This design comes from an exercise in tuning for small area, a short achievable clock period and few clock cycles per item on the open sky130 flow, not from production work. The RTL was checked by simulation tests, not by an equivalence proof against the original design.

==> flow/design.v (outline; a module is shown in full before it is edited, if it fits) <==
// module ex_mdu: 1031 lines
module ex_mdu (
   input  logic        clk,
   input  logic        reset,
   input  logic        start,
   input  logic [2:0]  md_op,
   input  logic [31:0] rs,
   input  logic [31:0] rt,
   output logic        busy,
   output logic [31:0] hi,
   output logic [31:0] lo
);
  // ...
==> flow/flow/run.sh <==
#!/bin/bash
# Own layout flow: the standard layout (standard.sh: standard synthesis,
# floorplan, place, CTS, route, finish) with two changes:
#  - the buffers ORFS puts on every input and output port are
#    sky130_fd_sc_hd__buf_1 cells instead of the default choice
#    (clkdlybuf4s50_1, a slow and large delay buffer);
#  - ORFS's setup repair after CTS works on every
#    path with less than SETUP_SLACK_MARGIN ns of slack, so it also speeds up
#    the paths from the inputs, which set the period this design achieves.
#    The clock period and all constraints stay the design's.
# Full make output goes to flow_standard.log in the work folder.
set -euo pipefail
cd "$(dirname "${BASH_SOURCE[0]}")/.."
export BUFFER_PORTS_ARGS="-buffer_cell sky130_fd_sc_hd__buf_1"
export SETUP_SLACK_MARGIN=86.3
export SKIP_INCREMENTAL_REPAIR=1
status=0
bash standard.sh > flow_standard.log 2>&1 || status=$?
tail -n 20 flow_standard.log
exit $status
==> flow/standard.sh <==
#!/bin/bash
# synth_recipe.tcl (not shown) runs the flow's synth.tcl, then flattens the netlist and writes it again
# the make line also repeats each setting of config.mk as NAME=value (left out here)
make -C /OpenROAD-flow-scripts/flow DESIGN_CONFIG=/design/flow/config.mk WORK_HOME=/design/flow/orfs CLKGATE_MAP_FILE= SYNTH_SCRIPT=/design/flow/synth_recipe.tcl "${@:-finish}"
==> flow/config.mk <==
export PLATFORM = sky130hd
export DESIGN_NAME = ex_mdu
export DESIGN_NICKNAME = ex_mdu
export VERILOG_FILES = /design/flow/design.v
export SDC_FILE = /design/flow/constraint.sdc
export NUM_CORES = 4
export LEC_CHECK = 0
export ABC_AREA = 1
export CAP_MARGIN = 20
export CORE_MARGIN = 2
export CORE_UTILIZATION = 40
export SLEW_MARGIN = 20
==> flow/constraint.sdc <==
create_clock -name core_clock -period 110.0 [get_ports {clk}]
set_input_delay 22.0000 -clock core_clock [delete_from_list [all_inputs] [get_ports {clk}]]
set_output_delay 22.0000 -clock core_clock [all_outputs]
set_load 0.01 [all_outputs]
==> qor.csv, run 1 <==
metric;value;unit
initial core utilization;40.5;%
R2R depth;94;
fin crit period;23810;ps
drc violations;0;
worst setup path start;dneg_q$_DFFE_PN_;
met1 Track Usage GR;40.0;%
largest registers;b_q: 32 flops, hi_q: 32 flops, lo_q: 32 flops;
# IOs;135;
RR Endpoint;hi_q[31]$_SDFFE_PP0P_;
Netlist cell types;53;
Top FF cell, synth;dfxtp_1;
multi-input combinational area share;69.7;%
clock buffer count;11;
share of the synthesized area in the top cell type;19.7;%
tap cells;532;
#FFs+latches synth;109;
status;timing/DRC/antenna clean;
fin crit share;21.6;%
GR peak layer;met2;
number of synthesized flops with an enable pin;7;
# fillers;4330;
Port-buffer cells;134;
Synth Instances;2354;
Testbench counts, summed over its fixed seeds: cycles 63,217, ops 12,000.
==> run 2, diff against run 1 <==
--- a/flow/flow/run.sh
+++ b/flow/flow/run.sh
@@ -12,8 +12,7 @@
 set -euo pipefail
 cd "$(dirname "${BASH_SOURCE[0]}")/.."
 export BUFFER_PORTS_ARGS="-buffer_cell sky130_fd_sc_hd__buf_1"
-export SETUP_SLACK_MARGIN=86.3
-export SKIP_INCREMENTAL_REPAIR=1
+export SETUP_SLACK_MARGIN=86.5
 status=0
 bash standard.sh > flow_standard.log 2>&1 || status=$?
 tail -n 20 flow_standard.log
==> qor.csv, run 2 <==
metric;value;unit;change
Rows;74;;
initial antenna violation count;0;;
TNS Setup;0;ps;
share of the synthesized area in the top cell type;19.7;%;unchanged
RSZ-0062 raised after global routing;yes;;
Reg clk slew, reported paths;80;ps;
final wirelength;61800;um;
DP HPWL;47900;um;
P&R area growth vs syn;9.59;%;
Reg2Reg Setup Slack;87410;ps;
total number of vias;16600;;
commonest non-fill, non-tap cell in the layout;nand2_1;;
Final Net Count;2692;;
drt via density;5.64;;
largest net degree at the start of global routing;60;;
drc violations;0;;unchanged
CTS Sinks;109;;
Worst Setup End Kind;flop;;
Final setup viols;0;;
top post-synthesis cells by area;fa_1 (20%), dfxtp_1 (12%), nand2_1 (11%), xor2_1 (11%), inv_1 (7.3%);;
synth warn;1;;
count leader, synth;nand2_1;;
CTS Buf Count;9;;
initial core utilization;40.5;%;unchanged
crit path kind;input port to flop;;
Post-Syn Area;16500;um^2;
Synth Net Count;2644;;
CP startpoint kind;input port;;
RR Endpoint;hi_q[31]$_SDFFE_PP0P_;;
CTS H-Tree Depth;3;;
die height;207;um;
clock skew;13.1;ps;
# fillers;4298;;-0.74%
count of final max-slew check failures;0;;
largest fanout on the critical path;5;;
Die X;207;um;
clock tree buffer depth;2;;
critical path required time;110330;ps;
GRT overflow;0;;
largest registers;b_q: 32 flops, hi_q: 32 flops, lo_q: 32 flops;;
arrival time worst endpoint;23830;ps;
R2R depth;94;;unchanged
commonest cells after routing, fill and taps aside;nand2_1 (484), inv_1 (316), xor2_1 (197);;
First-pass DRT Iterations;5;;
number of synthesized flops with an enable pin;7;;unchanged
vias in the first global route;15900;;
largest area contributor in the netlist;fa_1;;
first-pass GRT wire length;94300;um;
CTS Hold Bufs;0;;
sequential-to-total area share from yosys stat;13.6;%;
# IOs;135;;unchanged
Finished Core Util;44.4;%;
die area;43000;um^2;
status;timing/DRC/antenna clean;;
Fmax;42.6;MHz;
Hold Crit Class;flop to flop;;
Max-Cap Viols;0;;
#FFs+latches synth;109;;unchanged
Hold Crit Start;lo_q[14]$_SDFFE_PP0P_;;
wire per inst;21.0;um;
Top FF cell, synth;dfxtp_1;;
Synth Instances;2354;;unchanged
Core ar.;40800;um^2;
GRT Total Usage;28.1;%;
Worst-Skew Late Latency;400;ps;
Diodes inserted;0;;
FFs w/ async S/R, synth;0;%;
layout cells sized above 1;6.32;%;
Final Hold Viols;0;;
fin crit share;21.4;%;-0.29 points
Hold Path Stages;2;;
reg2reg start;aneg_q$_DFFE_PN_;;
CTS tree;yes;;
final antenna-violating net count;0;;
max_slew headroom;31.3;%;
Netlist cell types;53;;unchanged
Mean Syn Cell Area;7.02;um^2;
fin crit period;23490;ps;-321 ps
1st-iter DRT viols;1694;;
Post-synth top cells;nand2_1 (486), inv_1 (322), o21ai_0 (213), xor2_1 (199), fa_1 (163);;
worst slew pin tran;1030;ps;
Port-buffer cells;134;;unchanged
hold endpoint;lo_q[14]$_SDFFE_PP0P_;;
Root Buffer;clkbuf_16;;
routability congestion estimate;0.962;;
-- run 2: cell counts after synthesis --
Identical to the previous run, type by type.
-- run 2: area by class of cell --
| class | instances | area [um^2] | area share [%] |
|---|---|---|---|
| Multi-Input combinational cell | 1739 | 12600 | 69.4 |
| Timing Repair Buffer | 175 | 930 | 5.13 |
| Sequential cell | 109 | 2250 | 12.4 |
| Tap cell | 532 | 666 | 3.67 |
| Timing Repair inverter | 4 | 35.0 | 0.193 |
| Inverter | 364 | 1400 | 7.75 |
| Clock buffer | 11 | 233 | 1.28 |
| Clock inverter | 4 | 32.5 | 0.180 |
-- run 2: per-layer routing --
metal,GRT usage (%),up-vias,part of all wire (%)
li1,-,7730,-
met1,39.9,7972,44
met2,43.1,761,44
met3,4.83,95,8.7
met4,9.38,0,3.1
met5,0,-,0
-- run 2: metrics by stage --
stage | area (um^2) | setup WS, ps | hold WS [ps] | instances
3_3_place_gp | 17300 | 85070 | 481 | 2903
5_1_grt | 18100 | 86360 | 542 | 2938
4_1_cts | 17900 | 86480 | 502 | 2935
6_report | 18100 | 86510 | 509 | 2938
2_1_floorplan | 16500 | 86680 | 458 | 2354
3_5_place_dp | 17300 | 84900 | 485 | 2903
-- run 2: worst max path at each step --
stage                     startpoint               endpoint  depth (start not counted)
floorplan                   md_op[1]  hi_q[26]$_SDFFE_PP0P_                         10
global placement              rt[27]  hi_q[28]$_SDFFE_PP0P_                          9
detailed placement  dneg_q$_DFFE_PN_  hi_q[31]$_SDFFE_PP0P_                         92
CTS                           rt[24]   hi_q[2]$_SDFFE_PP0P_                         10
global route        aneg_q$_DFFE_PN_  hi_q[31]$_SDFFE_PP0P_                         94
finish                        rt[19]   hi_q[2]$_SDFFE_PP0P_                         10
-- run 2: what timing repair did --
item                       CTS  global route
resized for setup           82            35
setup endpoints to repair   65            72
gates cloned                 7             1
pin swaps                   14             7
setup buffers               10             1
-- run 2: cells by family (layout without fill, tap and decap cells) --
family	Yosys count	after routing	synth area share [%]
buffers and inverters	508	558	12.0
XOR/XNOR	238	238	12.6
AND/OR/NAND/NOR	662	664	15.9
adder cells (fa/ha/maj)	220	220	24.1
flip-flops	109	109	13.6
AO/OA/AOI/OAI	617	617	21.9
-- run 2: worst max-delay path, stage by stage --
cell,delay [ps]
buf_1,100
nor4_2,410
nand4_1,280
o21bai_2,250
a31oi_4,140
nand2_4,120
buf_12,170
buf_6,130
o21ai_1,60
a21oi_1,140
==> run 3, diff against run 2 <==
--- a/flow/flow/run.sh
+++ b/flow/flow/run.sh
@@ -12,7 +12,8 @@
 set -euo pipefail
 cd "$(dirname "${BASH_SOURCE[0]}")/.."
 export BUFFER_PORTS_ARGS="-buffer_cell sky130_fd_sc_hd__buf_1"
-export SETUP_SLACK_MARGIN=86.5
+export SETUP_SLACK_MARGIN=86.6
+export SKIP_INCREMENTAL_REPAIR=1
 status=0
 bash standard.sh > flow_standard.log 2>&1 || status=$?
 tail -n 20 flow_standard.log
==> qor.csv, run 3 <==
metric;value;unit;change
Post-CTS Setup Inserts;10;;unchanged
Hold Path Stages;2;;unchanged
FFs w/ async S/R, synth;0;%;unchanged
CTS Buf Count;9;;unchanged
Netlist cell types;53;;unchanged
final antenna-violating net count;0;;unchanged
Synth Net Count;2644;;unchanged
worst slew pin tran;1180;ps;+148 ps
drt via density;5.65;;+0.17%
# IOs;135;;unchanged
Fmax;42.5;MHz;-0.25%
hold endpoint;lo_q[13]$_SDFFE_PP0P_;;
routing usage on met3;4.77;%;-0.061 points
Max-Cap Viols;0;;unchanged
Port-buffer cells;134;;unchanged
sequential-to-total area share from yosys stat;13.6;%;unchanged
Synth Instances;2354;;unchanged
wire per inst;20.9;um;-0.42%
Reg clk slew, reported paths;80;ps;about the same
Top FF cell, synth;dfxtp_1;;
Hold Crit Start;lo_q[13]$_SDFFE_PP0P_;;
Final Hold Viols;0;;unchanged
met2 Use GR;43.2;%;+0.13 points
R2R depth;93;;-1.1%
Worst Setup End Kind;flop;;
reg2reg start;aneg_q$_DFFE_PN_;;
largest net degree at the start of global routing;60;;unchanged
largest registers;b_q: 32 flops, hi_q: 32 flops, lo_q: 32 flops;;
worst slack at placement;84900;ps;unchanged
first-pass GRT wire length;94400;um;about the same
vias in the first global route;15900;;+0.075%
synth warn;1;;unchanged
commonest cells after routing, fill and taps aside;nand2_1 (485), inv_1 (320), xor2_1 (198);;
Die X;207;um;unchanged
Post-Syn Area;16500;um^2;unchanged
RR Endpoint;hi_q[31]$_SDFFE_PP0P_;;
Post-synth top cells;nand2_1 (486), inv_1 (322), o21ai_0 (213), xor2_1 (199), fa_1 (163);;
clock skew;11.4;ps;-1.69 ps
DP HPWL;47900;um;unchanged
GR peak layer;met2;;
Core ar.;40800;um^2;unchanged
Hold Crit Class;flop to flop;;
GRT overflow;0;;unchanged
Finished Core Util;44.0;%;-0.40 points
Final setup viols;0;;unchanged
clock tree buffer depth;2;;unchanged
First-pass DRT Iterations;6;;+1
Worst-Skew Late Latency;400;ps;about the same
layout cells sized above 1;5.08;%;-1.2 points
fin crit share;21.4;%;+0.053 points
count of final max-slew check failures;0;;unchanged
Root Buffer;clkbuf_16;;
initial antenna violation count;0;;unchanged
P&R area growth vs syn;8.61;%;
Final Net Count;2689;;-0.11%
final wirelength;61500;um;-0.52%
#FFs+latches synth;109;;unchanged
arrival time worst endpoint;23880;ps;+50 ps
1st-iter DRT viols;1668;;-1.5%
fin crit period;23550;ps;+58.8 ps
CTS H-Tree Depth;3;;unchanged
largest area contributor in the netlist;fa_1;;
status;timing/DRC/antenna clean;;
Diodes inserted;0;;unchanged
TNS Setup;0;ps;unchanged
count leader, synth;nand2_1;;
GRT Total Usage;28.1;%;about the same
met1 Track Usage GR;39.9;%;about the same
CTS tree;yes;;
Reg2Reg Setup Slack;86580;ps;-830 ps
top post-synthesis cells by area;fa_1 (20%), dfxtp_1 (12%), nand2_1 (11%), xor2_1 (11%), inv_1 (7.3%);;
number of synthesized flops with an enable pin;7;;unchanged
commonest non-fill, non-tap cell in the layout;nand2_1;;
die height;207;um;unchanged
CTS Hold Bufs;0;;unchanged
share of the synthesized area in the top cell type;19.7;%;unchanged
CP startpoint kind;input port;;
# resized after CTS;84;;+2.4%
CTS Sinks;109;;unchanged
crit path kind;input port to flop;;
largest fanout on the critical path;5;;unchanged
max_slew headroom;21.5;%;-9.8 points
drc violations;0;;unchanged
Mean Syn Cell Area;7.02;um^2;unchanged
initial core utilization;40.5;%;unchanged
routability congestion estimate;0.962;;unchanged
die area;43000;um^2;unchanged
Rows;74;;unchanged
total number of vias;16600;;+0.066%
critical path required time;110330;ps;about the same
final setup margin;86450;ps;-58.8 ps
-- run 3: routing by layer --
layer | share of wire (%) | up-vias
met5 | 0 | -
met4 | 2.9 | 0
met3 | 8.8 | 92
met2 | 44 | 757
met1 | 44 | 7998
li1 | - | 7722
-- run 3: worst max-delay path by stage --
stage                           from                    end  cells past startpoint
CTS                           rt[24]   hi_q[2]$_SDFFE_PP0P_                     10
global route        aneg_q$_DFFE_PN_  hi_q[31]$_SDFFE_PP0P_                     93
floorplan                   md_op[1]  hi_q[26]$_SDFFE_PP0P_                     10
detailed placement  dneg_q$_DFFE_PN_  hi_q[31]$_SDFFE_PP0P_                     92
global placement              rt[27]  hi_q[28]$_SDFFE_PP0P_                      9
finish                        rt[19]   hi_q[3]$_SDFFE_PP0P_                     10
-- run 3: final cells by class --
type / instances / area, um^2
timing repair inverter: 4 / 35.0
inverter: 364 / 1390
sequential: 109 / 2250
tap: 532 / 666
clock inverter: 4 / 32.5
fill: 4310 / 22900
timing repair buffer: 173 / 885
multi-input combinational: 1738 / 12500
clock buffer: 11 / 233
-- run 3: kinds of logic after synthesis --
logic type | share of synthesized area, %
and+or+nand+nor | 15.9
DFF | 13.6
adders and majority gates | 24.1
xor gates and xnor gates | 12.6
buffers and inverters | 12.0
AOI/OAI and AO/OA | 21.9
-- run 3: metrics by stage --
step                      hold slack [ps]  cell area [um^2]  instances
after floorplan                       458             16500       2354
after global placement                481             17300       2903
after detailed placement              485             17300       2903
after CTS                             502             18000       2935
after global routing                  542             18000       2935
final                                 509             18000       2935
-- run 3: critical path, stage by stage --
cell and delay, ps:
buf_1 100, nor4_2 400, nand4_1 270, o21bai_1 280, a31oi_2 180, nand2_4 130
buf_12 180, buf_6 130, o21ai_1 60, a21oi_1 140

## what the ideal ports hide
The results above use ideal ports. As a check the final layouts listed here were re-extracted and re-timed, cells and wires unchanged.
Step 1: set_driving_cell puts a clkbuf_16 on clk and a buf_2 on each other input, an assumption about the parent block.
Step 2 adds t to the input delays and takes it off the output delays; t is the mean of the earliest and latest rising clock arrival at the registers after step 1. Input paths then give back, and output paths get back, about the clock's delay inside the block.
Three values: no drivers, after step 1, after step 2; two values: the first two.
run	t (ns)	setup slack, ns	worst setup path at the end	pins driven straight from the clock port
run 1	0.450	86.185 / 86.185 / 85.923	input to register	1
run 2	0.449	86.507 / 86.539 / 86.090	input to register	1
run 3	0.448	86.448 / 86.480 / 86.032	input to register	1
After both steps setup and hold are still met in every run listed. The setup slack of run 2, which loses most, moves by +0.032 ns with the drivers and by -0.417 ns with both steps.
